This is an optimization exercise on Yosys and OpenROAD, whose aim is small area, a short achievable clock period and few clock cycles per item, not a production implementation. Function was not checked in any run shown here: the RTL went through the layout flow alone.

===== config.mk =====
export PLATFORM = sky130hd
export DESIGN_NAME = aes_inv_top
export DESIGN_NICKNAME = aes_inv_top
export VERILOG_FILES = /design/flow/design.v
export SDC_FILE = /design/flow/constraint.sdc
export NUM_CORES = 4
export LEC_CHECK = 0
export ABC_CLOCK_PERIOD_IN_PS = 5000
export CAP_MARGIN = 20
export CORE_MARGIN = 2
export CORE_UTILIZATION = 40
export SETUP_SLACK_MARGIN = 2.0
export SLEW_MARGIN = 20

===== constraint.sdc =====
create_clock -name core_clock -period 8.0 [get_ports {clk_sys}]
set_input_delay 1.6000 -clock core_clock [delete_from_list [all_inputs] [get_ports {clk_sys}]]
set_output_delay 1.6000 -clock core_clock [all_outputs]
set_load 0.01 [all_outputs]

===== design.v =====
`timescale 1ns/1ps
module aes_inv_key_sched (
  input  logic                clk_sys,
  input  logic [127:0]        key_last,
  input  logic                first,
  input  logic                step,
  input  logic [3:0]          round,
  output logic [127:0]        key_q
);
  localparam int WORD_W = 32;
  localparam int BYTE_W = 8;
  logic [7:0]  rcon;
  logic [127:0] key_cur;
  logic [31:0] w0;
  logic [31:0] w1;
  logic [31:0] w2;
  logic [31:0] w3;
  logic [31:0] p0;
  logic [31:0] p1;
  logic [31:0] p2;
  logic [31:0] p3;
  logic [31:0] rot_w;
  logic [31:0] sub_w;
  always_comb begin
    if (first) begin
      rcon = 8'h36;
    end else begin
      case (round)
        4'd1:    rcon = 8'h1b;
        4'd2:    rcon = 8'h80;
        4'd3:    rcon = 8'h40;
        4'd4:    rcon = 8'h20;
        4'd5:    rcon = 8'h10;
        4'd6:    rcon = 8'h08;
        4'd7:    rcon = 8'h04;
        4'd8:    rcon = 8'h02;
        4'd9:    rcon = 8'h01;
        default: rcon = 8'h00;
      endcase
    end
  end
  assign key_cur = first ? key_last : key_q;
  assign {w0, w1, w2, w3} = key_cur;
  assign p3 = w3 ^ w2;
  assign p2 = w2 ^ w1;
  assign p1 = w1 ^ w0;
  assign rot_w = {p3[WORD_W-BYTE_W-1:0], p3[WORD_W-1 -: BYTE_W]};
  for (genvar b = 0; b < 4; b++) begin : g_sub
    aes_sbox_fwd u_sbox (
      .a (rot_w[BYTE_W*b +: BYTE_W]),
      .y (sub_w[BYTE_W*b +: BYTE_W])
    );
  end
  assign p0 = w0 ^ sub_w ^ {rcon, {(WORD_W-BYTE_W){1'b0}}};
  always_ff @(posedge clk_sys) begin
    if (first || step) begin
      key_q <= {p0, p1, p2, p3};
    end
  end
endmodule
module aes_sbox_fwd (
  input  logic [7:0] a,
  output logic [7:0] y
);
  logic T1, T2, T3, T4, T5, T6, T7, T8, T9, T10, T11, T12, T13, T14, T15, T16, T17, T18, T19, T20, T21, T22, T23, T24, T25, T26, T27, U7;
  logic M1, M2, M3, M4, M5, M6, M7, M8, M9, M10, M11, M12, M13, M14, M15, M16, M17, M18, M19, M20, M21, M22, M23, M24, M25, M26, M27, M28, M29, M30, M31, M32, M33, M34, M35, M36, M37, M38, M39, M40, M41, M42, M43, M44, M45, M46, M47, M48, M49, M50, M51, M52, M53, M54, M55, M56, M57, M58, M59, M60, M61, M62, M63;
  assign T1 = a[7] ^ a[4];
  assign T2 = a[7] ^ a[2];
  assign T3 = a[7] ^ a[1];
  assign T4 = a[4] ^ a[2];
  assign T5 = a[3] ^ a[1];
  assign T6 = a[7] ^ a[4] ^ a[3] ^ a[1];
  assign T7 = a[6] ^ a[5];
  assign T8 = a[7] ^ a[4] ^ a[3] ^ a[1] ^ a[0];
  assign T9 = a[6] ^ a[5] ^ a[0];
  assign T10 = a[7] ^ a[6] ^ a[5] ^ a[4] ^ a[3] ^ a[1];
  assign T11 = a[6] ^ a[2];
  assign T12 = a[5] ^ a[2];
  assign T13 = a[7] ^ a[4] ^ a[2] ^ a[1];
  assign T14 = a[7] ^ a[6] ^ a[4] ^ a[3] ^ a[2] ^ a[1];
  assign T15 = a[6] ^ a[3] ^ a[2] ^ a[1];
  assign T16 = a[5] ^ a[3] ^ a[2] ^ a[1];
  assign T17 = a[6] ^ a[3] ^ a[2] ^ a[1] ^ a[0];
  assign T18 = a[4] ^ a[0];
  assign T19 = a[6] ^ a[5] ^ a[4] ^ a[0];
  assign T20 = a[7] ^ a[6] ^ a[5] ^ a[0];
  assign T21 = a[1] ^ a[0];
  assign T22 = a[6] ^ a[5] ^ a[1] ^ a[0];
  assign T23 = a[7] ^ a[6] ^ a[5] ^ a[2] ^ a[1] ^ a[0];
  assign T24 = a[6] ^ a[5] ^ a[4] ^ a[3] ^ a[2] ^ a[1];
  assign T25 = a[7] ^ a[5] ^ a[3] ^ a[2] ^ a[1];
  assign T26 = a[7] ^ a[5] ^ a[3] ^ a[2];
  assign T27 = a[7] ^ a[5] ^ a[4] ^ a[2];
  assign U7 = a[0];
  assign M1 = T13 & T6;
  assign M2 = T23 & T8;
  assign M3 = T14 ^ M1;
  assign M4 = T19 & U7;
  assign M5 = M4 ^ M1;
  assign M6 = T3 & T16;
  assign M7 = T22 & T9;
  assign M8 = T26 ^ M6;
  assign M9 = T20 & T17;
  assign M10 = M9 ^ M6;
  assign M11 = T1 & T15;
  assign M12 = T4 & T27;
  assign M13 = M12 ^ M11;
  assign M14 = T2 & T10;
  assign M15 = M14 ^ M11;
  assign M16 = M3 ^ M2;
  assign M17 = M5 ^ T24;
  assign M18 = M8 ^ M7;
  assign M19 = M10 ^ M15;
  assign M20 = M16 ^ M13;
  assign M21 = M17 ^ M15;
  assign M22 = M18 ^ M13;
  assign M23 = M19 ^ T25;
  assign M24 = M22 ^ M23;
  assign M25 = M22 & M20;
  assign M26 = M21 ^ M25;
  assign M27 = M20 ^ M21;
  assign M28 = M23 ^ M25;
  assign M29 = M28 & M27;
  assign M30 = M26 & M24;
  assign M31 = M20 & M23;
  assign M32 = M27 & M31;
  assign M33 = M27 ^ M25;
  assign M34 = M21 & M22;
  assign M35 = M24 & M34;
  assign M36 = M24 ^ M25;
  assign M37 = M21 ^ M29;
  assign M38 = M32 ^ M33;
  assign M39 = M23 ^ M30;
  assign M40 = M35 ^ M36;
  assign M41 = M38 ^ M40;
  assign M42 = M37 ^ M39;
  assign M43 = M37 ^ M38;
  assign M44 = M39 ^ M40;
  assign M45 = M42 ^ M41;
  assign M46 = M44 & T6;
  assign M47 = M40 & T8;
  assign M48 = M39 & U7;
  assign M49 = M43 & T16;
  assign M50 = M38 & T9;
  assign M51 = M37 & T17;
  assign M52 = M42 & T15;
  assign M53 = M45 & T27;
  assign M54 = M41 & T10;
  assign M55 = M44 & T13;
  assign M56 = M40 & T23;
  assign M57 = M39 & T19;
  assign M58 = M43 & T3;
  assign M59 = M38 & T22;
  assign M60 = M37 & T20;
  assign M61 = M42 & T1;
  assign M62 = M45 & T4;
  assign M63 = M41 & T2;
  assign y[0] = ~(M46 ^ M48 ^ M49 ^ M51 ^ M58 ^ M59 ^ M61 ^ M62);
  assign y[1] = ~(M50 ^ M51 ^ M53 ^ M54 ^ M58 ^ M59 ^ M61 ^ M62);
  assign y[2] = M46 ^ M48 ^ M49 ^ M50 ^ M53 ^ M54 ^ M56 ^ M57 ^ M58 ^ M60 ^ M61 ^ M62;
  assign y[3] = M47 ^ M48 ^ M50 ^ M51 ^ M55 ^ M56 ^ M61 ^ M62;
  assign y[4] = M46 ^ M47 ^ M49 ^ M50 ^ M55 ^ M56 ^ M61 ^ M62;
  assign y[5] = ~(M46 ^ M48 ^ M52 ^ M54 ^ M58 ^ M60 ^ M61 ^ M63);
  assign y[6] = ~(M46 ^ M47 ^ M52 ^ M53 ^ M55 ^ M56 ^ M61 ^ M62);
  assign y[7] = M49 ^ M50 ^ M52 ^ M53 ^ M55 ^ M56 ^ M61 ^ M62;
endmodule
`timescale 1ns/1ps
module aes_inv_round (
  input  logic [127:0]        data_q,
  input  logic [127:0]        key_q,
  input  logic [127:0]        cipher_text,
  input  logic [127:0]        key_last,
  input  logic                first,
  output logic [127:0]        round_out
);
  localparam int STATE_W = 128;
  localparam int WORD_W = 32;
  localparam int BYTE_W = 8;
  localparam int NUM_COLS = STATE_W / WORD_W;
  localparam int NUM_ROWS = WORD_W / BYTE_W;
  function automatic logic [7:0] gf_xtime(logic [7:0] b);
    gf_xtime = {b[6:0], 1'b0} ^ (b[7] ? 8'h1b : 8'h00);
  endfunction
  function automatic logic [31:0] inv_mix_column(logic [31:0] col);
    logic [7:0] a  [4];
    logic [7:0] x2 [4];
    logic [7:0] x4 [4];
    logic [7:0] x8 [4];
    logic [7:0] m9 [4];
    logic [7:0] mb [4];
    logic [7:0] md [4];
    logic [7:0] me [4];
    for (int i = 0; i < 4; i++) begin
      a[i] = col[32-1-8*i -: 8];
      x2[i] = gf_xtime(a[i]);
      x4[i] = gf_xtime(x2[i]);
      x8[i] = gf_xtime(x4[i]);
      m9[i] = x8[i] ^ a[i];
      mb[i] = x8[i] ^ x2[i] ^ a[i];
      md[i] = x8[i] ^ x4[i] ^ a[i];
      me[i] = x8[i] ^ x4[i] ^ x2[i];
    end
    inv_mix_column = {me[0] ^ mb[1] ^ md[2] ^ m9[3],
            m9[0] ^ me[1] ^ mb[2] ^ md[3],
            md[0] ^ m9[1] ^ me[2] ^ mb[3],
            mb[0] ^ md[1] ^ m9[2] ^ me[3]};
  endfunction
  logic [127:0] added;
  logic [127:0] mixed;
  logic [127:0] shifted;
  assign added = data_q ^ key_q;
  always_comb begin
    for (int c = 0; c < NUM_COLS; c++) begin
      mixed[STATE_W-1-WORD_W*c -: WORD_W] = inv_mix_column(added[STATE_W-1-WORD_W*c -: WORD_W]);
    end
  end
  always_comb begin
    for (int c = 0; c < NUM_COLS; c++) begin
      for (int r = 0; r < NUM_ROWS; r++) begin
        shifted[STATE_W-1-BYTE_W*(NUM_ROWS*c+r) -: BYTE_W] =
          first ? (cipher_text[STATE_W-1-BYTE_W*(NUM_ROWS*((c-r+NUM_COLS)%NUM_COLS)+r) -: BYTE_W] ^
                   key_last[STATE_W-1-BYTE_W*(NUM_ROWS*((c-r+NUM_COLS)%NUM_COLS)+r) -: BYTE_W])
                : mixed[STATE_W-1-BYTE_W*(NUM_ROWS*((c-r+NUM_COLS)%NUM_COLS)+r) -: BYTE_W];
      end
    end
  end
  for (genvar i = 0; i < NUM_COLS*NUM_ROWS; i++) begin : g_sub
    aes_sbox_inv u_sbox (
      .a (shifted[BYTE_W*i +: BYTE_W]),
      .y (round_out[BYTE_W*i +: BYTE_W])
    );
  end
endmodule
module aes_sbox_inv (
  input  logic [7:0] a,
  output logic [7:0] y
);
  logic T1, T2, T3, T4, T5, T6, T7, T8, T9, T10, T11, T12, T13, T14, T15, T16, T17, T18, T19, T20, T21, T22, T23, T24, T25, T26, T27, U7;
  logic M1, M2, M3, M4, M5, M6, M7, M8, M9, M10, M11, M12, M13, M14, M15, M16, M17, M18, M19, M20, M21, M22, M23, M24, M25, M26, M27, M28, M29, M30, M31, M32, M33, M34, M35, M36, M37, M38, M39, M40, M41, M42, M43, M44, M45, M46, M47, M48, M49, M50, M51, M52, M53, M54, M55, M56, M57, M58, M59, M60, M61, M62, M63;
  assign T1 = a[4] ^ a[3];
  assign T2 = ~(a[7] ^ a[6]);
  assign T3 = a[4] ^ a[3] ^ a[1] ^ a[0];
  assign T4 = ~(a[7] ^ a[6] ^ a[4] ^ a[3]);
  assign T5 = a[6] ^ a[5] ^ a[3] ^ a[2];
  assign T6 = a[6] ^ a[5] ^ a[4] ^ a[2];
  assign T7 = a[7] ^ a[5] ^ a[4] ^ a[3] ^ a[2] ^ a[0];
  assign T8 = ~(a[7] ^ a[6] ^ a[4]);
  assign T9 = ~(a[4] ^ a[3] ^ a[0]);
  assign T10 = a[7] ^ a[6] ^ a[3] ^ a[0];
  assign T11 = ~(a[7] ^ a[5] ^ a[4] ^ a[3] ^ a[1] ^ a[0]);
  assign T12 = ~(a[2] ^ a[1]);
  assign T13 = ~(a[7] ^ a[6] ^ a[1] ^ a[0]);
  assign T14 = ~(a[7] ^ a[6] ^ a[3] ^ a[2] ^ a[1] ^ a[0]);
  assign T15 = ~(a[7] ^ a[6] ^ a[4] ^ a[2] ^ a[1] ^ a[0]);
  assign T16 = ~(a[6] ^ a[5] ^ a[3] ^ a[1]);
  assign T17 = a[6] ^ a[5] ^ a[4] ^ a[1] ^ a[0];
  assign T18 = ~(a[7] ^ a[6] ^ a[5] ^ a[3] ^ a[2] ^ a[1]);
  assign T19 = ~(a[6] ^ a[4] ^ a[1] ^ a[0]);
  assign T20 = ~(a[6] ^ a[3] ^ a[1] ^ a[0]);
  assign T21 = ~(a[7] ^ a[6] ^ a[5] ^ a[3] ^ a[2] ^ a[0]);
  assign T22 = ~(a[6] ^ a[4]);
  assign T23 = a[7] ^ a[4];
  assign T24 = ~(a[3] ^ a[0]);
  assign T25 = ~(a[5] ^ a[4] ^ a[3]);
  assign T26 = ~(a[6] ^ a[5] ^ a[4] ^ a[0]);
  assign T27 = ~(a[4] ^ a[3] ^ a[2] ^ a[1]);
  assign U7 = ~(a[7] ^ a[5] ^ a[2]);
  assign M1 = T13 & T6;
  assign M2 = T23 & T8;
  assign M3 = T14 ^ M1;
  assign M4 = T19 & U7;
  assign M5 = M4 ^ M1;
  assign M6 = T3 & T16;
  assign M7 = T22 & T9;
  assign M8 = T26 ^ M6;
  assign M9 = T20 & T17;
  assign M10 = M9 ^ M6;
  assign M11 = T1 & T15;
  assign M12 = T4 & T27;
  assign M13 = M12 ^ M11;
  assign M14 = T2 & T10;
  assign M15 = M14 ^ M11;
  assign M16 = M3 ^ M2;
  assign M17 = M5 ^ T24;
  assign M18 = M8 ^ M7;
  assign M19 = M10 ^ M15;
  assign M20 = M16 ^ M13;
  assign M21 = M17 ^ M15;
  assign M22 = M18 ^ M13;
  assign M23 = M19 ^ T25;
  assign M24 = M22 ^ M23;
  assign M25 = M22 & M20;
  assign M26 = M21 ^ M25;
  assign M27 = M20 ^ M21;
  assign M28 = M23 ^ M25;
  assign M29 = M28 & M27;
  assign M30 = M26 & M24;
  assign M31 = M20 & M23;
  assign M32 = M27 & M31;
  assign M33 = M27 ^ M25;
  assign M34 = M21 & M22;
  assign M35 = M24 & M34;
  assign M36 = M24 ^ M25;
  assign M37 = M21 ^ M29;
  assign M38 = M32 ^ M33;
  assign M39 = M23 ^ M30;
  assign M40 = M35 ^ M36;
  assign M41 = M38 ^ M40;
  assign M42 = M37 ^ M39;
  assign M43 = M37 ^ M38;
  assign M44 = M39 ^ M40;
  assign M45 = M42 ^ M41;
  assign M46 = M44 & T6;
  assign M47 = M40 & T8;
  assign M48 = M39 & U7;
  assign M49 = M43 & T16;
  assign M50 = M38 & T9;
  assign M51 = M37 & T17;
  assign M52 = M42 & T15;
  assign M53 = M45 & T27;
  assign M54 = M41 & T10;
  assign M55 = M44 & T13;
  assign M56 = M40 & T23;
  assign M57 = M39 & T19;
  assign M58 = M43 & T3;
  assign M59 = M38 & T22;
  assign M60 = M37 & T20;
  assign M61 = M42 & T1;
  assign M62 = M45 & T4;
  assign M63 = M41 & T2;
  assign y[0] = M55 ^ M57 ^ M61 ^ M63;
  assign y[1] = M49 ^ M50 ^ M52 ^ M53 ^ M58 ^ M59 ^ M61 ^ M62;
  assign y[2] = M46 ^ M47 ^ M50 ^ M51 ^ M52 ^ M54 ^ M58 ^ M59 ^ M61 ^ M62;
  assign y[3] = M46 ^ M48 ^ M50 ^ M51 ^ M52 ^ M53 ^ M56 ^ M57 ^ M58 ^ M59 ^ M61 ^ M63;
  assign y[4] = M46 ^ M48 ^ M52 ^ M54 ^ M58 ^ M59 ^ M61 ^ M62;
  assign y[5] = M47 ^ M48 ^ M49 ^ M50 ^ M52 ^ M54 ^ M56 ^ M57 ^ M58 ^ M60 ^ M61 ^ M62;
  assign y[6] = M47 ^ M48 ^ M49 ^ M50 ^ M52 ^ M54 ^ M55 ^ M56 ^ M59 ^ M60 ^ M61 ^ M63;
  assign y[7] = M49 ^ M51 ^ M52 ^ M54 ^ M58 ^ M59 ^ M61 ^ M62;
endmodule
`timescale 1ns/1ps
module aes_inv_control (
  input  logic                clk_sys,
  input  logic                rst_n,
  input  logic                req,
  input  logic [127:0]        round_out,
  input  logic [127:0]        key_q,
  output logic                ack,
  output logic [127:0]        plain_text,
  output logic [127:0]        data_q,
  output logic                first,
  output logic                step,
  output logic [3:0]          round
);
  localparam logic [1:0] ctrl_idle = 2'd0;
  localparam logic [1:0] ctrl_run  = 2'd1;
  localparam logic [1:0] ctrl_done = 2'd2;
  logic [1:0]  ctrl_q;
  logic [1:0]  ctrl_d;
  logic [3:0]  round_q;
  logic        last_round;
  assign last_round = (round_q == 4'd9);
  always_comb begin
    ctrl_d = ctrl_q;
    case (ctrl_q)
      ctrl_idle: begin
        if (req) begin
          ctrl_d = ctrl_run;
        end
      end
      ctrl_run: begin
        if (last_round) begin
          ctrl_d = ctrl_done;
        end
      end
      ctrl_done: begin
        if (!req) begin
          ctrl_d = ctrl_idle;
        end
      end
      default: ctrl_d = ctrl_idle;
    endcase
  end
  always_ff @(posedge clk_sys or negedge rst_n) begin
    if (!rst_n) begin
      ctrl_q <= ctrl_idle;
    end else begin
      ctrl_q <= ctrl_d;
    end
  end
  assign first = (ctrl_q == ctrl_idle) && req;
  assign step  = (ctrl_q == ctrl_run);
  always_ff @(posedge clk_sys) begin
    if (first) begin
      round_q <= 4'd1;
    end else if (step) begin
      round_q <= round_q + 1'b1;
    end
  end
  always_ff @(posedge clk_sys) begin
    if (first || step) begin
      data_q <= round_out;
    end
  end
  assign round = round_q;
  assign plain_text = data_q ^ key_q;
  assign ack = (ctrl_q == ctrl_done);
endmodule
`timescale 1ns/1ps
module aes_inv_top (
  input  logic                clk_sys,
  input  logic                rst_n,
  input  logic                req,
  input  logic [127:0]        cipher_text,
  input  logic [127:0]        key_last,
  output logic                ack,
  output logic [127:0]        plain_text
);
  logic         first;
  logic         step;
  logic [3:0]   round;
  logic [127:0] key_q;
  logic [127:0] data_q;
  logic [127:0] round_out;
  aes_inv_control u_control (
    .clk_sys     (clk_sys),
    .rst_n       (rst_n),
    .req         (req),
    .round_out   (round_out),
    .key_q       (key_q),
    .ack         (ack),
    .plain_text  (plain_text),
    .data_q      (data_q),
    .first       (first),
    .step        (step),
    .round       (round)
  );
  aes_inv_round u_round (
    .data_q      (data_q),
    .key_q       (key_q),
    .cipher_text (cipher_text),
    .key_last    (key_last),
    .first       (first),
    .round_out   (round_out)
  );
  aes_inv_key_sched u_key_sched (
    .clk_sys  (clk_sys),
    .key_last (key_last),
    .first    (first),
    .step     (step),
    .round    (round),
    .key_q    (key_q)
  );
endmodule

===== run.sh =====
#!/bin/bash
# synth_recipe.tcl (not shown) runs the flow's synth.tcl, then flattens the netlist and writes it again
# the make line also repeats each setting of config.mk as NAME=value (left out here)
make -C /OpenROAD-flow-scripts/flow DESIGN_CONFIG=/design/flow/config.mk WORK_HOME=/design/flow/orfs CLKGATE_MAP_FILE= SYNTH_SCRIPT=/design/flow/synth_recipe.tcl finish

==> results.txt, run 1 <==
----------------------------------------------------
[Clocking]
  CTS tree ... yes
  H-tree lvl count ... 2
  Post-CTS Hold Fix Bufs ... 0
  Clock transition time at the flip-flop clock pins of the worst setup and hold paths ... 60 ps
  Clock Sinks ... 270
  Max Buffers Root-to-Sink ... 3
  Clock tree root driver cell ... clkbuf_16
  Clock buffer count from CTS ... 38
  Insertion delay to the later sink of the worst-skew pair ... 620 ps

[Finish]
  Fin nets ... 9298
  Share of cells above drive strength 1 ... 26.7%
  Post-route design area ... 87700 sq um
  Layout Utilization ... 56.1%
  Synth-to-layout area growth ... 39.2%

[Global route]
  First-pass GRT wire length ... 399000 um
  Overflow after GRT ... 0
  GR met1 Demand/Resource ... 43.7%
  Via count of the first global-routing pass ... 59.3k
  Busiest layer in global routing ... met2
  Met2 Track Usage GR ... 51.1%
  Number of antenna violations at the first check in global routing ... 13
  Met3 Use GR ... 5.24%
  Overall global routing resource usage ... 32.6%
  Largest net degree at the start of global routing ... 159

[Synth]
  Area share of the largest cell type after synthesis ... 24.9%
  Number of flops mapped to enable cells by yosys ... 256
  Most used flip-flop cell after synthesis ... edfxtp_1
  Post-synthesis async set-or-reset flop share ... 0.741%
  Top cells by instance count after synthesis ... xnor2_1, nand2_1, nor2_1
  Synthesized Nets ... 8161
  Post-synthesis cell type with the largest combined area ... xnor2_1
  Unique cell type count in the Yosys netlist ... 111
  Synthesized cell area ... 63000 sq um
  Number of synthesis warnings ... 35
  Library cell with the highest instance count after synthesis ... xnor2_1
  Number of cells produced by synthesis ... 7896
  Post-synthesis sequential area ratio ... 12.7%
  Synthesized flop and latch total ... 270
  Avg Synthesized Cell Area ... 7.98 sq um
  Top cells by area in the synthesized netlist ... xnor2_1, edfxtp_1, xnor3_1

[Floorplanning]
  Starting utilization of the core area ... 40.3%
  Rows ... 145
  Core footprint ... 156000 sq um
  Io pins ... 388
  Die outline height ... 401 um
  Overall die area ... 161000 sq um
  Width of the die ... 401 um

[Route]
  Violation count after the first detailed-routing iteration ... 6927
  TritonRoute pass-1 iters ... 9
  Routed via count ... 65.1k
  Number of remaining DRC errors ... 0
  Routed wire length ... 284000 um
  Drt wl/cell ... 25.5 um
  Drt via density ... 5.86
  Post-DRT Antenna Nets ... 0

[Timing]
  Final critical-path required period ... 6150 ps
  Remaining max-slew budget at the tightest pin ... 18.8%
  Fin. Hold Viols ... 0
  Clock skew after layout ... 45.8 ps
  Top achievable clock speed ... 0.163 GHz
  Transition time of the tightest slew-check pin ... 1180 ps
  Setup slack after layout ... 1850 ps
  RSZ-0062 raised after global routing ... true
  Ratio of final minimum period to clock period ... 76.8%
  Final sum of negative setup slack ... 0 ps
  Number of endpoints failing setup at the final stage ... 0
  Number of pins exceeding their max-slew limit in the final report ... 0

[Run]
  Number of max-capacitance violations reported ... 0

[Placement]
  HPWL reported at the end of detailed placement ... 217000 um
  Final weighted congestion in routability-driven placement ... 0.995
  Count of port buffers added during placement ... 387
  Minimum setup slack after placement ... 349 ps
  Total cell area at the placement stage ... 72100 sq um

[Critical path]
  Critical path fanouts, max ... 5
  Startpoint class of the critical path ... flop
  Endpoint kind of the worst setup timing path ... flop
  Required arrival time at the worst endpoint ... 8370 ps
  Critical path class ... flop to flop
  Arr. time, crit path ... 6510 ps

[Status]
  Run status ... timing/DRC/antenna clean

[Worst hold path]
  HP Class ... flop to flop

----------------------------------------------------
[critical path, stage by stage, from the launching register on]
cell      delay [ps]
edfxtp_1         530
xnor2_2          190
buf_6            150
xnor3_2          460
xnor3_2          460
xnor3_2          470
xor2_4           210
o21a_4           260
xnor2_4          150
a211o_1          330
a221oi_4         390
xnor3_2          490
buf_12           170
xnor2_4          240
xnor2_2          130
o221ai_4         260
mux2_4           340
a22oi_2          180
xor2_1           240
xnor2_1          120
xnor2_1          130
[final cells by class]
type | instances | area [sq um]
Sequential cell | 270 | 7980
Clock inverter | 21 | 168
Tap cell | 2058 | 2570
Multi-Input combinational cell | 7057 | 62100
Clock buffer | 45 | 1010
Timing Repair Buffer | 1455 | 13000
Antenna cell | 5 | 12.5
Inverter | 211 | 835
Fill cell | 14000 | 68700
[registers in the layout, indices dropped and copies added, names as in the netlist, named ones only]
register           count
u_control.ctrl_q       2
u_control.data_q     128
u_control.round_q      4
u_key_sched.key_q    128
[what timing repair did]
item | 4_1_cts | 5_1_grt
setup endpoints to repair | 160 | 156
setup buffers | 271 | 396
pin swaps | 145 | 336
gates cloned | 5 | 17
hold endpoints to repair | 0 | 0
gates resized for setup | 652 | 796
[placed cells by master (no fill, tap or decap), types with 256 or more instances in the layout]
cell and count:
clkdlybuf4s50_1 359, nor2_1 676, edfxtp_1 256, a21oi_1 443
o21ai_0 438, buf_4 917, xnor2_1 1372, xor2_1 483
nand2_1 725, xnor2_2 321
[kinds of logic (layout without fill, tap and decap cells)]
logic type / count (synthesis) / in the layout / synth area share (%)
flops: 270 / 270 / 12.7
buf+inv: 579 / 1732 / 3.64
mux: 255 / 255 / 4.15
simple gates: 2104 / 2104 / 14.6
compound gates: 1936 / 1941 / 19.7
other cells: 0 / 5 / 0
xor+xnor: 2731 / 2736 / 44.9
fa+ha+maj: 21 / 21 / 0.357
[metal layers]
layer	wire, um	up-vias
met5	91	-
met4	16900	14
met3	24200	597
met2	127000	3041
met1	116000	31700
li1	-	29800
[through the flow]
stage / std cells / hold slack [ps]
2_1_floorplan: 7896 / 570
4_1_cts: 10700 / 624
3_5_place_dp: 10400 / 605
5_1_grt: 11100 / 661
3_3_place_gp: 10400 / 615
6_report: 11100 / 633
[final timing paths]
kind                                              startpoint                                end  slack, ps  cells after the start
hold reg to reg            u_control.round_q[3]$_SDFFE_PN0P_  u_control.round_q[3]$_SDFFE_PN0P_        630                      2
min in group asynchronous                              rst_n    u_control.ctrl_q[1]$_DFFE_PN0P_       1180                      1
max in group asynchronous                              rst_n    u_control.ctrl_q[0]$_DFFE_PN0P_       6680                      1
setup reg to reg             u_key_sched.key_q[89]$_DFFE_PP_     u_control.data_q[14]$_DFFE_PP_       1850                     20
setup / recovery             u_key_sched.key_q[89]$_DFFE_PP_     u_control.data_q[14]$_DFFE_PP_       1850                     20
hold / removal             u_control.round_q[3]$_SDFFE_PN0P_  u_control.round_q[3]$_SDFFE_PN0P_        630                      2
==> inputs of run 2 (changes only) <==
--- a/config.mk
+++ b/config.mk
@@ -5,9 +5,7 @@
 export SDC_FILE = /design/flow/constraint.sdc
 export NUM_CORES = 4
 export LEC_CHECK = 0
-export ABC_CLOCK_PERIOD_IN_PS = 5000
 export CAP_MARGIN = 20
 export CORE_MARGIN = 2
 export CORE_UTILIZATION = 40
-export SETUP_SLACK_MARGIN = 2.0
 export SLEW_MARGIN = 20
==> run 2 against run 1 <==
Final cell count shrank 5.2%; largest cell class unchanged; synthesized cell count is the same; final area shrank 16%; highest routed layer unchanged; first-iteration DRC count shrank 2.5%.
==> results.txt, run 2 <==
----------------------------------------------------
[Finish]
  Largest registers ... u_control.data_q (128), u_key_sched.key_q (128), u_control.round_q (4) (unchanged)
  Share of cells above drive strength 1 ... 9.15% (was 26.7%)
  Post-route design area ... 73400 sq um (was 87700 sq um)
  Fin nets ... 8710 (was 9298)
  Synth-to-layout area growth ... 16.4% (was 39.2%)
  Leading cell types in the layout, fill and taps excluded ... xnor2_1, nand2_1, nor2_1 (was xnor2_1, buf_4, nand2_1)
  Most frequent standard cell in the layout excluding fill and tap cells ... xnor2_1 (unchanged)
  Non-filler cells in the finished layout ... 10.5k (was 11.1k)

[Global route]
  First-pass GRT wire length ... 383000 um (was 399000 um)
  Overall global routing resource usage ... 31.2% (was 32.6%)
  Largest net degree at the start of global routing ... 163 (was 159)
  Number of antenna violations at the first check in global routing ... 18 (was 13)
  Overflow after GRT ... 0 (unchanged)
  Via count of the first global-routing pass ... 57.8k (was 59.3k)

[Synth]
  Number of synthesis warnings ... 35 (unchanged)
  Area share of the largest cell type after synthesis ... 24.9% (unchanged)
  Synthesized Nets ... 8161 (unchanged)
  Top cells by instance count after synthesis ... xnor2_1, nand2_1, nor2_1 (unchanged)
  Most used flip-flop cell after synthesis ... edfxtp_1 (unchanged)
  Post-synthesis sequential area ratio ... 12.7% (unchanged)
  Post-synthesis cell type with the largest combined area ... xnor2_1 (unchanged)
  Top cells by area in the synthesized netlist ... xnor2_1, edfxtp_1, xnor3_1 (unchanged)
  Unique cell type count in the Yosys netlist ... 111 (unchanged)
  Library cell with the highest instance count after synthesis ... xnor2_1 (unchanged)
  Synthesized cell area ... 63000 sq um (unchanged)
  Number of cells produced by synthesis ... 7896 (unchanged)
  Avg Synthesized Cell Area ... 7.98 sq um (unchanged)
  Synthesized flop and latch total ... 270 (unchanged)
  Number of flops mapped to enable cells by yosys ... 256 (unchanged)
  Post-synthesis async set-or-reset flop share ... 0.741% (unchanged)

[Route]
  Drt via density ... 5.84 (was 5.86)
  TritonRoute pass-1 iters ... 9 (unchanged)
  Number of remaining DRC errors ... 0 (unchanged)
  Routed wire length ... 262000 um (was 284000 um)
  Violation count after the first detailed-routing iteration ... 6753 (was 6927)
  Post-DRT Antenna Nets ... 0 (unchanged)
  Drt wl/cell ... 24.9 um (was 25.5 um)
  Routed via count ... 61.6k (was 65.1k)

[Clocking]
  Clock tree root driver cell ... clkbuf_16 (unchanged)
  CTS tree ... yes (unchanged)
  Clock transition time at the flip-flop clock pins of the worst setup and hold paths ... 70 ps (was 60 ps)
  H-tree lvl count ... 2 (unchanged)
  Post-CTS Hold Fix Bufs ... 0 (unchanged)
  Clock buffer count from CTS ... 39 (was 38)
  Max Buffers Root-to-Sink ... 3 (unchanged)
  Clock Sinks ... 270 (unchanged)
  Insertion delay to the later sink of the worst-skew pair ... 620 ps (about the same)
  Count of instances resized after the clock tree is built ... 0 (was 652)
  Setup Fix Bufs, Post-CTS ... 0 (was 271)

[Timing]
  Clock skew after layout ... 52.9 ps (was 45.8 ps)
  Transition time of the tightest slew-check pin ... 1120 ps (was 1180 ps)
  Top achievable clock speed ... 0.133 GHz (was 0.163 GHz)
  Remaining max-slew budget at the tightest pin ... 22.9% (was 18.8%)
  Ratio of final minimum period to clock period ... 94.3% (was 76.8%)
  Final sum of negative setup slack ... 0 ps (unchanged)
  Final critical-path required period ... 7540 ps (was 6150 ps)
  Fin. Hold Viols ... 0 (unchanged)
  Number of endpoints failing setup at the final stage ... 0 (unchanged)
  Final-layout worst hold slack ... 660 ps (was 633 ps)
  Number of pins exceeding their max-slew limit in the final report ... 0 (unchanged)
  RSZ-0062 raised after global routing ... false (was true)

[Critical path]
  Worst setup slack for register-to-register paths ... 460 ps (was 1850 ps)
  Arr. time, crit path ... 7900 ps (was 6510 ps)
  Endpoint kind of the worst setup timing path ... flop (unchanged)
  Count of cells along the worst register-to-register path ... 18 (was 20)
  Required arrival time at the worst endpoint ... 8360 ps (was 8370 ps)
  Critical path fanouts, max ... 8 (was 5)
  Worst reg2reg path endpoint ... u_control.data_q[103]$_DFFE_PP_ (was u_control.data_q[14]$_DFFE_PP_)
  Critical path class ... flop to flop (unchanged)
  Worst Setup SP ... u_key_sched.key_q[79]$_DFFE_PP_ (was u_key_sched.key_q[89]$_DFFE_PP_)
  Reg2Reg Launch Point ... u_key_sched.key_q[79]$_DFFE_PP_ (was u_key_sched.key_q[89]$_DFFE_PP_)
  Startpoint class of the critical path ... flop (unchanged)

[Status]
  Run status ... timing/DRC/antenna clean (unchanged)

[Floorplanning]
  Rows ... 145 (unchanged)
  Starting utilization of the core area ... 40.3% (unchanged)
  Io pins ... 388 (unchanged)
  Width of the die ... 401 um (unchanged)
  Core footprint ... 156000 sq um (unchanged)
  Overall die area ... 161000 sq um (unchanged)
  Die outline height ... 401 um (unchanged)

[Placement]
  Final weighted congestion in routability-driven placement ... 0.996 (was 0.995)
  Cell Count Post-Placement ... 10.5k (was 10.4k)
  Count of port buffers added during placement ... 387 (unchanged)
  HPWL reported at the end of detailed placement ... 214000 um (was 217000 um)
  Total cell area at the placement stage ... 72000 sq um (was 72100 sq um)

[Worst hold path]
  Hold path cells ... 2 (unchanged)
  Startpoint of the lowest-slack hold path ... u_control.round_q[0]$_SDFFE_PN1P_ (was u_control.round_q[3]$_SDFFE_PN0P_)
  HP Class ... flop to flop (unchanged)

[Run]
  Number of max-capacitance violations reported ... 0 (unchanged)

----------------------------------------------------
## run 2: cell count changes in the layout (fill, tap and decap cells not counted), sizes merged, moves of 3 or more
cell           delta
buf             -573
clkdlybuf4s50    +28
dlymetal6s2s     -14
dlygate4sd2       -9
bufinv            +8
clkbuf            -8
clkinvlp          -5
clkdlybuf4s15     -3
inv               +3
xnor2             -3
## run 2: layout make-up
class	count	area [sq um]
Antenna cell	7	17.5
Clock buffer	45	1030
Clock inverter	25	374
Fill cell	15400	83000
Inverter	211	792
Multi-Input combinational cell	7047	52900
Sequential cell	270	7980
Tap cell	2058	2570
Timing Repair Buffer	876	7710
## run 2: kinds of logic after synthesis
| kind of cell | Yosys count | synth area share (%) |
|---|---|---|
| AO/OA/AOI/OAI | 1936 | 19.7 |
| AND/OR/NAND/NOR | 2104 | 14.6 |
| multiplexers | 255 | 4.15 |
| adder cells (fa/ha/maj) | 21 | 0.357 |
| buffers and inverters | 579 | 3.64 |
| flip-flops | 270 | 12.7 |
| XOR/XNOR | 2731 | 44.9 |
## run 2: how the worst max path moves through the flow
stage	slack, ps	cells after the start	to
3_5_place_dp	590	18	u_control.data_q[103]$_DFFE_PP_
6_report	460	18	u_control.data_q[103]$_DFFE_PP_
2_1_floorplan	1130	22	u_control.data_q[38]$_DFFE_PP_
4_1_cts	610	18	u_control.data_q[103]$_DFFE_PP_
5_1_grt	80	17	u_control.data_q[100]$_DFFE_PP_
3_3_place_gp	320	18	u_control.data_q[103]$_DFFE_PP_
## run 2: critical path, cell delays in order, from the launching register on
cell	delay [ps]
edfxtp_1	520
xnor2_4	700
xnor3_1	430
xnor3_1	460
xnor3_1	590
xnor3_1	460
a21oi_1	450
xnor2_1	240
mux2i_1	250
xor2_1	160
xnor2_1	610
xor2_1	630
nand2_1	360
a2111oi_0	490
a211oi_1	90
o211ai_1	190
xor2_1	140
xnor2_1	390
xnor2_1	130
## run 2: per-stage QoR
step | setup slack, ps | utilization [%]
final | 456 | 46.9
after global placement | 321 | 46.0
after floorplan | 1130 | -
after detailed placement | 589 | 46.0
after global routing | 81.5 | 46.9
after CTS | 607 | 46.9
## run 2: metal layers
metal  up-vias  GRT usage [%]  share of wire, %
met2      2805           48.1                44
met1     29700           42.1                42
met5         -              0             0.026
met3       422           5.48               8.7
li1      28700              -                 -
met4        12           14.8               5.3
==> inputs of run 3 (changes only) <==
--- a/design.v
+++ b/design.v
@@ -3,13 +3,13 @@
   input  logic                clk_sys,
   input  logic [127:0]        key_last,
   input  logic                first,
-  input  logic                step,
   input  logic [3:0]          round,
-  output logic [127:0]        key_q
+  output logic [127:0]        key_prev
 );
   localparam int WORD_W = 32;
   localparam int BYTE_W = 8;
-  logic [7:0]  rcon;
+  logic [7:0]   rcon;
+  logic [127:0] key_q;
   logic [127:0] key_cur;
   logic [31:0] w0;
   logic [31:0] w1;
@@ -52,10 +52,9 @@
     );
   end
   assign p0 = w0 ^ sub_w ^ {rcon, {(WORD_W-BYTE_W){1'b0}}};
+  assign key_prev = {p0, p1, p2, p3};
   always_ff @(posedge clk_sys) begin
-    if (first || step) begin
-      key_q <= {p0, p1, p2, p3};
-    end
+    key_q <= key_prev;
   end
 endmodule
 module aes_sbox_fwd (
@@ -166,8 +165,7 @@
 endmodule
 `timescale 1ns/1ps
 module aes_inv_round (
-  input  logic [127:0]        data_q,
-  input  logic [127:0]        key_q,
+  input  logic [127:0]        state,
   input  logic [127:0]        cipher_text,
   input  logic [127:0]        key_last,
   input  logic                first,
@@ -182,36 +180,31 @@
     gf_xtime = {b[6:0], 1'b0} ^ (b[7] ? 8'h1b : 8'h00);
   endfunction
   function automatic logic [31:0] inv_mix_column(logic [31:0] col);
-    logic [7:0] a  [4];
-    logic [7:0] x2 [4];
-    logic [7:0] x4 [4];
-    logic [7:0] x8 [4];
-    logic [7:0] m9 [4];
-    logic [7:0] mb [4];
-    logic [7:0] md [4];
-    logic [7:0] me [4];
+    logic [7:0] a [4];
+    logic [7:0] b [4];
+    logic [7:0] u;
+    logic [7:0] v;
+    logic [7:0] t;
     for (int i = 0; i < 4; i++) begin
       a[i] = col[32-1-8*i -: 8];
-      x2[i] = gf_xtime(a[i]);
-      x4[i] = gf_xtime(x2[i]);
-      x8[i] = gf_xtime(x4[i]);
-      m9[i] = x8[i] ^ a[i];
-      mb[i] = x8[i] ^ x2[i] ^ a[i];
-      md[i] = x8[i] ^ x4[i] ^ a[i];
-      me[i] = x8[i] ^ x4[i] ^ x2[i];
     end
-    inv_mix_column = {me[0] ^ mb[1] ^ md[2] ^ m9[3],
-            m9[0] ^ me[1] ^ mb[2] ^ md[3],
-            md[0] ^ m9[1] ^ me[2] ^ mb[3],
-            mb[0] ^ md[1] ^ m9[2] ^ me[3]};
+    u = gf_xtime(gf_xtime(a[0] ^ a[2]));
+    v = gf_xtime(gf_xtime(a[1] ^ a[3]));
+    b[0] = a[0] ^ u;
+    b[1] = a[1] ^ v;
+    b[2] = a[2] ^ u;
+    b[3] = a[3] ^ v;
+    t = b[0] ^ b[1] ^ b[2] ^ b[3];
+    inv_mix_column = {b[0] ^ t ^ gf_xtime(b[0] ^ b[1]),
+                      b[1] ^ t ^ gf_xtime(b[1] ^ b[2]),
+                      b[2] ^ t ^ gf_xtime(b[2] ^ b[3]),
+                      b[3] ^ t ^ gf_xtime(b[3] ^ b[0])};
   endfunction
-  logic [127:0] added;
   logic [127:0] mixed;
   logic [127:0] shifted;
-  assign added = data_q ^ key_q;
   always_comb begin
     for (int c = 0; c < NUM_COLS; c++) begin
-      mixed[STATE_W-1-WORD_W*c -: WORD_W] = inv_mix_column(added[STATE_W-1-WORD_W*c -: WORD_W]);
+      mixed[STATE_W-1-WORD_W*c -: WORD_W] = inv_mix_column(state[STATE_W-1-WORD_W*c -: WORD_W]);
     end
   end
   always_comb begin
@@ -343,10 +336,10 @@
   input  logic                rst_n,
   input  logic                req,
   input  logic [127:0]        round_out,
-  input  logic [127:0]        key_q,
+  input  logic [127:0]        key_prev,
   output logic                ack,
   output logic [127:0]        plain_text,
-  output logic [127:0]        data_q,
+  output logic [127:0]        state,
   output logic                first,
   output logic                step,
   output logic [3:0]          round
@@ -357,6 +350,7 @@
   logic [1:0]  ctrl_q;
   logic [1:0]  ctrl_d;
   logic [3:0]  round_q;
+  logic [127:0] data_q;
   logic        last_round;
   assign last_round = (round_q == 4'd9);
   always_comb begin
@@ -392,17 +386,18 @@
   always_ff @(posedge clk_sys) begin
     if (first) begin
       round_q <= 4'd1;
-    end else if (step) begin
+    end else begin
       round_q <= round_q + 1'b1;
     end
   end
   always_ff @(posedge clk_sys) begin
     if (first || step) begin
-      data_q <= round_out;
+      data_q <= round_out ^ key_prev;
     end
   end
   assign round = round_q;
-  assign plain_text = data_q ^ key_q;
+  assign state = data_q;
+  assign plain_text = data_q;
   assign ack = (ctrl_q == ctrl_done);
 endmodule
 `timescale 1ns/1ps
@@ -418,25 +413,24 @@
   logic         first;
   logic         step;
   logic [3:0]   round;
-  logic [127:0] key_q;
-  logic [127:0] data_q;
+  logic [127:0] key_prev;
+  logic [127:0] state;
   logic [127:0] round_out;
   aes_inv_control u_control (
     .clk_sys     (clk_sys),
     .rst_n       (rst_n),
     .req         (req),
     .round_out   (round_out),
-    .key_q       (key_q),
+    .key_prev    (key_prev),
     .ack         (ack),
     .plain_text  (plain_text),
-    .data_q      (data_q),
+    .state       (state),
     .first       (first),
     .step        (step),
     .round       (round)
   );
   aes_inv_round u_round (
-    .data_q      (data_q),
-    .key_q       (key_q),
+    .state       (state),
     .cipher_text (cipher_text),
     .key_last    (key_last),
     .first       (first),
@@ -446,8 +440,7 @@
     .clk_sys  (clk_sys),
     .key_last (key_last),
     .first    (first),
-    .step     (step),
     .round    (round),
-    .key_q    (key_q)
+    .key_prev (key_prev)
   );
 endmodule
--- a/config.mk
+++ b/config.mk
@@ -5,6 +5,7 @@
 export SDC_FILE = /design/flow/constraint.sdc
 export NUM_CORES = 4
 export LEC_CHECK = 0
+export ABC_AREA = 1
 export CAP_MARGIN = 20
 export CORE_MARGIN = 2
 export CORE_UTILIZATION = 40
==> run 3 against run 2 <==
Maximum frequency increased by 6.5%; utilization decreased by 1.9 points; hold slack got worse by 170 ps; critical path depth increased by 14; sequential share of layout area fell by 1.7 points; non-clock buffer count down 453; count of clock-buffer cells in the layout increased by 6; still clean; largest cell class unchanged.
==> results.txt, run 3 <==
----------------------------------------------------
[Status]
  Run status ... timing/DRC/antenna clean (unchanged)

[Critical path]
  Critical path fanouts, max ... 46 (was 8)
  Arr. time, crit path ... 7470 ps (was 7900 ps)
  Required arrival time at the worst endpoint ... 8390 ps (was 8360 ps)
  Most repeated library cell on the critical path ... nand2_1
  Count of cells along the worst register-to-register path ... 35 (was 18)
  Critical-path top delay cell ... clkdlybuf4s50_1 (was xnor2_4)
  Stage delay of the slowest cell on the critical path ... 600 ps (was 700 ps)
  Critical path class ... input port to flop (was flop to flop)
  Startpoint class of the critical path ... input port (was flop)
  Endpoint kind of the worst setup timing path ... flop (unchanged)

[Floorplanning]
  Io pins ... 388 (unchanged)
  Die outline height ... 408 um (was 401 um)
  Starting utilization of the core area ... 40.2% (was 40.3%)
  Rows ... 148 (was 145)
  Core footprint ... 162000 sq um (was 156000 sq um)
  Overall die area ... 166000 sq um (was 161000 sq um)
  Width of the die ... 408 um (was 401 um)

[Timing]
  Final critical-path required period ... 7080 ps (was 7540 ps)
  Final sum of negative setup slack ... 0 ps (unchanged)
  Clock skew after layout ... 36.4 ps (was 52.9 ps)
  RSZ-0062 raised after global routing ... false (unchanged)
  Number of pins exceeding their max-slew limit in the final report ... 0 (unchanged)
  Number of endpoints failing setup at the final stage ... 0 (unchanged)
  Transition time of the tightest slew-check pin ... 1220 ps (was 1120 ps)
  Remaining max-slew budget at the tightest pin ... 17.5% (was 22.9%)
  Top achievable clock speed ... 0.141 GHz (was 0.133 GHz)
  Setup slack after layout ... 916 ps (was 456 ps)
  Ratio of final minimum period to clock period ... 88.5% (was 94.3%)
  Fin. Hold Viols ... 0 (unchanged)

[Finish]
  Share of cells above drive strength 1 ... 6.57% (was 9.15%)
  Synth-to-layout area growth ... 12.0% (was 16.4%)
  Most frequent standard cell in the layout excluding fill and tap cells ... nand2_1 (was xnor2_1)
  Fin nets ... 13.3k (was 8710)
  Post-route design area ... 73100 sq um (was 73400 sq um)
  Largest registers ... u_control.data_q (128), u_key_sched.key_q (128), u_control.round_q (4) (unchanged)
  Leading cell types in the layout, fill and taps excluded ... nand2_1, nand3_1, inv_1 (was xnor2_1, nand2_1, nor2_1)

[Worst hold path]
  HP Class ... flop to flop (unchanged)
  Hold path cells ... 1 (was 2)

[Global route]
  Number of antenna violations at the first check in global routing ... 10 (was 18)
  Overflow after GRT ... 0 (unchanged)
  Largest net degree at the start of global routing ... 111 (was 163)
  Overall global routing resource usage ... 32.4% (was 31.2%)
  First-pass GRT wire length ... 420000 um (was 383000 um)
  Via count of the first global-routing pass ... 71.5k (was 57.8k)

[Clocking]
  Clock Sinks ... 270 (unchanged)
  Clock transition time at the flip-flop clock pins of the worst setup and hold paths ... 60 ps (was 70 ps)
  Clock tree root driver cell ... clkbuf_16 (unchanged)
  Post-CTS Hold Fix Bufs ... 0 (unchanged)
  Setup Fix Bufs, Post-CTS ... 0 (unchanged)
  Clock buffer count from CTS ... 42 (was 39)
  H-tree lvl count ... 2 (unchanged)
  Count of instances resized after the clock tree is built ... 0 (unchanged)
  CTS tree ... yes (unchanged)
  Max Buffers Root-to-Sink ... 3 (unchanged)
  Insertion delay to the later sink of the worst-skew pair ... 660 ps (was 620 ps)

[Route]
  Number of remaining DRC errors ... 0 (unchanged)
  Drt wl/cell ... 18.5 um (was 24.9 um)
  Drt via density ... 5.26 (was 5.84)
  Routed wire length ... 281000 um (was 262000 um)
  Violation count after the first detailed-routing iteration ... 7114 (was 6753)
  TritonRoute pass-1 iters ... 6 (was 9)
  Post-DRT Antenna Nets ... 0 (unchanged)
  Routed via count ... 80.0k (was 61.6k)

[Synth]
  Top cells by area in the synthesized netlist ... nand2_1, nand3_1, xor2_1 (was xnor2_1, edfxtp_1, xnor3_1)
  Top cells by instance count after synthesis ... nand2_1, nand3_1, inv_1 (was xnor2_1, nand2_1, nor2_1)
  Avg Synthesized Cell Area ... 5.18 sq um (was 7.98 sq um)
  Post-synthesis sequential area ratio ... 10.3% (was 12.7%)
  Number of cells produced by synthesis ... 12.6k (was 7896)
  Synthesized flop and latch total ... 270 (unchanged)
  Post-synthesis async set-or-reset flop share ... 0.741% (unchanged)
  Area share of the largest cell type after synthesis ... 38.5% (was 24.9%)
  Number of synthesis warnings ... 11 (was 35)
  Library cell with the highest instance count after synthesis ... nand2_1 (was xnor2_1)
  Unique cell type count in the Yosys netlist ... 66 (was 111)
  Post-synthesis cell type with the largest combined area ... nand2_1 (was xnor2_1)
  Most used flip-flop cell after synthesis ... dfxtp_1 (was edfxtp_1)
  Synthesized Nets ... 12.9k (was 8161)
  Synthesized cell area ... 65300 sq um (was 63000 sq um)
  Number of flops mapped to enable cells by yosys ... 128 (was 256)

[Placement]
  Minimum setup slack after placement ... 473 ps (was 589 ps)
  Count of port buffers added during placement ... 387 (unchanged)
  Final weighted congestion in routability-driven placement ... 1.01 (was 0.996)
  HPWL reported at the end of detailed placement ... 240000 um (was 214000 um)
  Total cell area at the placement stage ... 71600 sq um (was 72000 sq um)

[Run]
  Number of max-capacitance violations reported ... 0 (unchanged)

----------------------------------------------------
## run 3: logic make-up after synthesis
group | after synthesis | synth area share (%)
muxes | 41 | 0.669
and+or+nand+nor | 9608 | 62.6
DFF | 270 | 10.3
adders and majority gates | 6 | 0.115
buffers and inverters | 1439 | 8.73
xor gates and xnor gates | 1063 | 15.8
AOI/OAI and AO/OA | 180 | 1.87
## run 3: metrics by stage
step	cells	utilization (%)	hold WS, ps
after floorplan	12600	-	445
after global routing	15200	45.0	541
final	15200	45.0	493
after detailed placement	15100	44.1	491
after CTS	15200	45.0	498
after global placement	15100	44.1	475
## run 3: cell type report
| type | instances | area [sq um] |
|---|---|---|
| clock inverters | 27 | 288 |
| inverters | 1359 | 5110 |
| clock buffers | 51 | 1170 |
| repair buffers | 423 | 4190 |
| well taps | 2175 | 2720 |
| flip-flops and latches | 270 | 6700 |
| fillers | 17800 | 89300 |
| diodes | 5 | 12.5 |
| multi-input cells | 10900 | 52900 |
## run 3: final timing paths
path,from,slack (ps),to
worst max-delay path,req,920,u_control.data_q[9]$_DFFE_PP_
worst min-delay path,u_control.round_q[0]$_SDFF_PN1_,490,flop
worst max register to register,u_control.data_q[78]$_DFFE_PP_,1430,u_control.data_q[9]$_DFFE_PP_
worst min register to register,u_control.round_q[0]$_SDFF_PN1_,490,flop
max in group asynchronous,rst_n,6760,u_control.ctrl_q[0]$_DFFE_PN0P_
min in group asynchronous,rst_n,1120,u_control.ctrl_q[1]$_DFFE_PN0P_
## run 3: layer usage
metal	vias to the layer above	routed length, um	GRT usage (%)
met4	4	17100	17.0
met5	-	27	0
li1	40100	-	-
met1	36600	122000	42.2
met3	482	18100	3.21
met2	2757	124000	52.8
## run 3: worst max-delay path: cells and delay by family
kind | cells | cell delay (ps)
AND/OR/NAND/NOR | 27 | 3750
buffers and inverters | 4 | 1630
AO/OA/AOI/OAI | 1 | 320
==> inputs of run 4 (changes only) <==
==> flow/run.sh (new file) <==
#!/bin/bash
# Own layout flow: the standard layout (standard.sh, unchanged steps and
# settings), except that Yosys's ABC maps the logic with flow/abc.script
# instead of ORFS's abc_speed.script. Registers come from dfflibmap before
# ABC, so they are the standard synthesis's.
set -euo pipefail
W=$(pwd)
sed 's#log_cmd abc {\*}\$abc_args#log_cmd abc {*}[lreplace $abc_args 1 1 '"$W"'/flow/abc.script]#' \
  "$FLOW_HOME/scripts/synth.tcl" > "$W/flow_synth_orfs.tcl"
grep -q "flow/abc.script" "$W/flow_synth_orfs.tcl"
sed "s#\$::env(SCRIPTS_DIR)/synth.tcl#$W/flow_synth_orfs.tcl#" "$W/synth_recipe.tcl" > "$W/flow_synth.tcl"
grep -q "flow_synth_orfs.tcl" "$W/flow_synth.tcl"
bash standard.sh SYNTH_SCRIPT="$W/flow_synth.tcl" finish > "$W/standard.log" 2>&1
==> flow/abc.script (new file) <==
strash
dc2
dch -f
map -a
topo
stime -c
buffer -c
upsize -c
dnsize -c
==> standard.sh (new file) <==
#!/bin/bash
# synth_recipe.tcl (not shown) runs the flow's synth.tcl, then flattens the netlist and writes it again
# the make line also repeats each setting of config.mk as NAME=value (left out here)
make -C /OpenROAD-flow-scripts/flow DESIGN_CONFIG=/design/flow/config.mk WORK_HOME=/design/flow/orfs CLKGATE_MAP_FILE= SYNTH_SCRIPT=/design/flow/synth_recipe.tcl "${@:-finish}"
--- a/config.mk
+++ b/config.mk
@@ -5,7 +5,6 @@
 export SDC_FILE = /design/flow/constraint.sdc
 export NUM_CORES = 4
 export LEC_CHECK = 0
-export ABC_AREA = 1
 export CAP_MARGIN = 20
 export CORE_MARGIN = 2
 export CORE_UTILIZATION = 40
removed: run.sh
==> run 4 against run 3 <==
Still clean on timing, DRC and antenna; count of clock-buffer cells in the layout increased by 3; synthesized cell count is 51% lower; utilization is 2.5 points higher; critical path type unchanged.
==> results.txt, run 4 <==
----------------------------------------------------
[Critical path]
  Critical path class ... input port to flop (unchanged)
  Critical path fanouts, max ... 30 (was 46)
  Endpoint kind of the worst setup timing path ... flop (unchanged)
  Worst setup slack for register-to-register paths ... 930 ps (was 1430 ps)
  Arr. time, crit path ... 7780 ps (was 7470 ps)
  Reg2Reg Launch Point ... u_control.data_q[55]$_DFFE_PP_ (was u_control.data_q[78]$_DFFE_PP_)
  Most repeated library cell on the critical path ... xor2_1 (was nand2_1)
  Count of cells along the worst register-to-register path ... 31 (was 35)
  Critical-path top delay cell ... clkdlybuf4s50_1 (unchanged)
  Startpoint class of the critical path ... input port (unchanged)
  Worst reg2reg path endpoint ... u_control.data_q[18]$_DFFE_PP_ (was u_control.data_q[9]$_DFFE_PP_)
  Stage delay of the slowest cell on the critical path ... 490 ps (was 600 ps)
  Required arrival time at the worst endpoint ... 8340 ps (was 8390 ps)

[Global route]
  Overall global routing resource usage ... 28.7% (was 32.4%)
  Via count of the first global-routing pass ... 38.3k (was 71.5k)
  Overflow after GRT ... 0 (unchanged)
  Largest net degree at the start of global routing ... 69 (was 111)
  Number of antenna violations at the first check in global routing ... 7 (was 10)
  First-pass GRT wire length ... 242000 um (was 420000 um)

[Timing]
  Ratio of final minimum period to clock period ... 93.0% (was 88.5%)
  Final critical-path required period ... 7440 ps (was 7080 ps)
  Top achievable clock speed ... 0.134 GHz (was 0.141 GHz)
  Number of endpoints failing setup at the final stage ... 0 (unchanged)
  Final sum of negative setup slack ... 0 ps (unchanged)
  RSZ-0062 raised after global routing ... false (unchanged)
  Clock skew after layout ... 35.8 ps (was 36.4 ps)
  Number of pins exceeding their max-slew limit in the final report ... 0 (unchanged)
  Setup slack after layout ... 557 ps (was 916 ps)
  Fin. Hold Viols ... 0 (unchanged)
  Remaining max-slew budget at the tightest pin ... 16.6% (was 17.5%)
  Final-layout worst hold slack ... 514 ps (was 493 ps)
  Transition time of the tightest slew-check pin ... 1240 ps (was 1220 ps)

[Synth]
  Number of flops mapped to enable cells by yosys ... 128 (unchanged)
  Area share of the largest cell type after synthesis ... 33.3% (was 38.5%)
  Area share of fa/ha/maj cells after synthesis ... 0.170% (was 0.115%)
  Fraction of synthesized area in multiplexers ... 0.997% (was 0.669%)
  Most used flip-flop cell after synthesis ... dfxtp_1 (unchanged)
  Share of the synthesized area in compound gates (AO/OA/AOI/OAI) ... 4.81% (was 1.87%)
  Main combinational cell family by area after synthesis ... XOR/XNOR gates (was simple AND/OR/NAND/NOR gates)
  Post-synthesis simple-gate area fraction ... 22.8% (was 62.6%)
  Post-synthesis async set-or-reset flop share ... 0.741% (unchanged)
  Avg Synthesized Cell Area ... 7.19 sq um (was 5.18 sq um)
  Top cells by area in the synthesized netlist ... xor2_1, xnor2_1, nand2_1 (was nand2_1, nand3_1, xor2_1)
  Synthesized cell area ... 44200 sq um (was 65300 sq um)
  Number of cells produced by synthesis ... 6145 (was 12.6k)
  Post-synthesis sequential area ratio ... 15.2% (was 10.3%)
  Library cell with the highest instance count after synthesis ... xor2_1 (was nand2_1)
  Unique cell type count in the Yosys netlist ... 63 (was 66)
  Top cells by instance count after synthesis ... xor2_1, nand2_1, xnor2_1 (was nand2_1, nand3_1, inv_1)
  Post-synthesis cell type with the largest combined area ... xor2_1 (was nand2_1)
  Xor and xnor area share after synthesis ... 50.3% (was 15.8%)
  Number of synthesis warnings ... 11 (unchanged)
  Synthesized Nets ... 6410 (was 12.9k)
  Synthesized flop and latch total ... 270 (unchanged)

[Placement]
  Minimum setup slack after placement ... 37.6 ps (was 473 ps)
  Count of port buffers added during placement ... 387 (unchanged)
  Final weighted congestion in routability-driven placement ... 1.02 (was 1.01)
  HPWL reported at the end of detailed placement ... 144000 um (was 240000 um)

[Clocking]
  Clock tree root driver cell ... clkbuf_16 (unchanged)
  Post-CTS Hold Fix Bufs ... 0 (unchanged)
  Max Buffers Root-to-Sink ... 3 (unchanged)
  Insertion delay to the later sink of the worst-skew pair ... 600 ps (was 660 ps)
  Clock Sinks ... 270 (unchanged)
  Clock buffer count from CTS ... 38 (was 42)
  CTS tree ... yes (unchanged)
  H-tree lvl count ... 2 (unchanged)
  Clock transition time at the flip-flop clock pins of the worst setup and hold paths ... 60 ps (about the same)

[Finish]
  Most frequent standard cell in the layout excluding fill and tap cells ... xor2_1 (was nand2_1)
  Largest registers ... u_control.data_q (128), u_key_sched.key_q (128), u_control.round_q (4) (unchanged)
  Final-layout fill cell count ... 11.1k (was 17.8k)
  Fin nets ... 6908 (was 13.3k)
  Share of cells above drive strength 1 ... 8.44% (was 6.57%)
  Leading cell types in the layout, fill and taps excluded ... xor2_1, nand2_1, xnor2_1 (was nand2_1, nand3_1, inv_1)
  Synth-to-layout area growth ... 17.5% (was 12.0%)

[Floorplanning]
  Overall die area ... 113000 sq um (was 166000 sq um)
  Rows ... 121 (was 148)
  Starting utilization of the core area ... 40.5% (was 40.2%)
  Width of the die ... 336 um (was 408 um)
  Io pins ... 388 (unchanged)
  Core footprint ... 109000 sq um (was 162000 sq um)
  Die outline height ... 336 um (was 408 um)

[Worst hold path]
  Hold path cells ... 2 (was 1)
  Startpoint of the lowest-slack hold path ... u_control.round_q[3]$_SDFF_PN0_ (was u_control.round_q[0]$_SDFF_PN1_)
  Worst Hold Endpoint ... u_control.ctrl_q[1]$_DFFE_PN0P_
  HP Class ... flop to flop (unchanged)

[Route]
  Routed via count ... 40.0k (was 80.0k)
  Number of remaining DRC errors ... 0 (unchanged)
  Violation count after the first detailed-routing iteration ... 3113 (was 7114)
  TritonRoute pass-1 iters ... 6 (unchanged)
  Drt via density ... 4.90 (was 5.26)
  Routed wire length ... 167000 um (was 281000 um)
  Drt wl/cell ... 20.5 um (was 18.5 um)
  Post-DRT Antenna Nets ... 0 (unchanged)

[Run]
  Number of max-capacitance violations reported ... 0 (unchanged)

[Status]
  Run status ... timing/DRC/antenna clean (unchanged)

----------------------------------------------------
==> run 4: changes by cell type after synthesis, sizes merged, moves of 76 or more <==
cell	delta
o21ai	+79
xor2	+1087
inv	-774
nand3b	-94
nand3	-1729
or2	+76
nand2	-5338
xnor2	+337
nand4	-126
==> run 4: worst max-delay path by stage <==
stage	start	to
floorplan	req	u_control.data_q[0]$_DFFE_PP_
global placement	req	u_control.data_q[105]$_DFFE_PP_
detailed placement	req	u_control.data_q[106]$_DFFE_PP_
CTS	req	u_control.data_q[106]$_DFFE_PP_
global route	req	u_control.data_q[97]$_DFFE_PP_
finish	req	u_control.data_q[105]$_DFFE_PP_
==> run 4: critical path: cells and delay by family <==
kind / cells / cell delay [ps]
xor gates and xnor gates: 12 / 2510
and+or+nand+nor: 9 / 1850
AOI/OAI and AO/OA: 2 / 300
buffers and inverters: 10 / 1460
==> run 4: cell families after synthesis <==
kind of cell               Yosys count
muxes                               44
xor gates and xnor gates          2468
and+or+nand+nor                   2356
adders and majority gates            6
DFF                                270
AOI/OAI and AO/OA                  362
buffers and inverters              639
==> run 4: cell type report <==
type	count	area [sq um]	share of cell area, %
inverters	584	2220	4.29
repair buffers	513	4920	9.48
clock inverters	16	156	0.301
diodes	3	7.51	0.0145
flip-flops and latches	270	6700	12.9
well taps	1476	1850	3.56
clock buffers	54	1110	2.15
multi-input cells	5236	34900	67.3
==> run 4: repair_timing <==
action / in CTS / in global routing
resized for setup: 0 / 1
setup endpoints to repair: 0 / 1
setup buffers: 0 / 0
==> run 4: through the flow <==
step	util [%]	instances	area [sq um]
2_1_floorplan	-	6145	44200
3_3_place_gp	46.4	8079	50600
5_1_grt	47.6	8149	51900
4_1_cts	47.5	8149	51900
6_report	47.6	8152	51900
3_5_place_dp	46.4	8079	50600
==> run 4: per-layer routing <==
metal | up-vias | share of wire [%] | global-route usage [%]
li1 | 19700 | - | -
met1 | 18700 | 46 | 39.6
met2 | 1305 | 45 | 47.2
met3 | 182 | 6.2 | 3.24
met4 | 10 | 3.0 | 7.92
met5 | - | 0.041 | 0

[what the ideal ports hide]
No port has a modelled driver above. Below, the same layouts with a new extraction and two added sets of constraints.
Step 1, drivers: a clkbuf_16 drives clk_sys and a buf_2 each remaining input, both assumed.
Step 2 times the ports against the registers' clock, not the clock port: input delays grow and output delays shrink by t, the midpoint of the rising clock arrivals with the driver on.
a / b / c = ideal ports / drivers / drivers and shift; a / b = the first two.
| run | t, ns | setup slack, ns | clock arrival spread, ns | worst slew at a driven data input, ns |
|---|---|---|---|---|
| run 1 | 0.678 | 1.852 / 1.852 / 1.387 | 0.045 / 0.046 | 0.19 |
| run 2 | 0.672 | 0.456 / 0.456 / 0.424 | 0.054 / 0.053 | 0.17 |
| run 3 | 0.718 | 0.916 / 0.964 / 0.246 | 0.036 / 0.036 | 0.17 |
| run 4 | 0.658 | 0.557 / 0.595 / -0.063 | 0.036 / 0.036 | 0.13 |
Met with ideal ports but missed after step 2: setup timing in run 4. For run 3, which loses most, drivers alone change the setup slack by +0.048 ns; drivers and shift together by -0.670 ns.
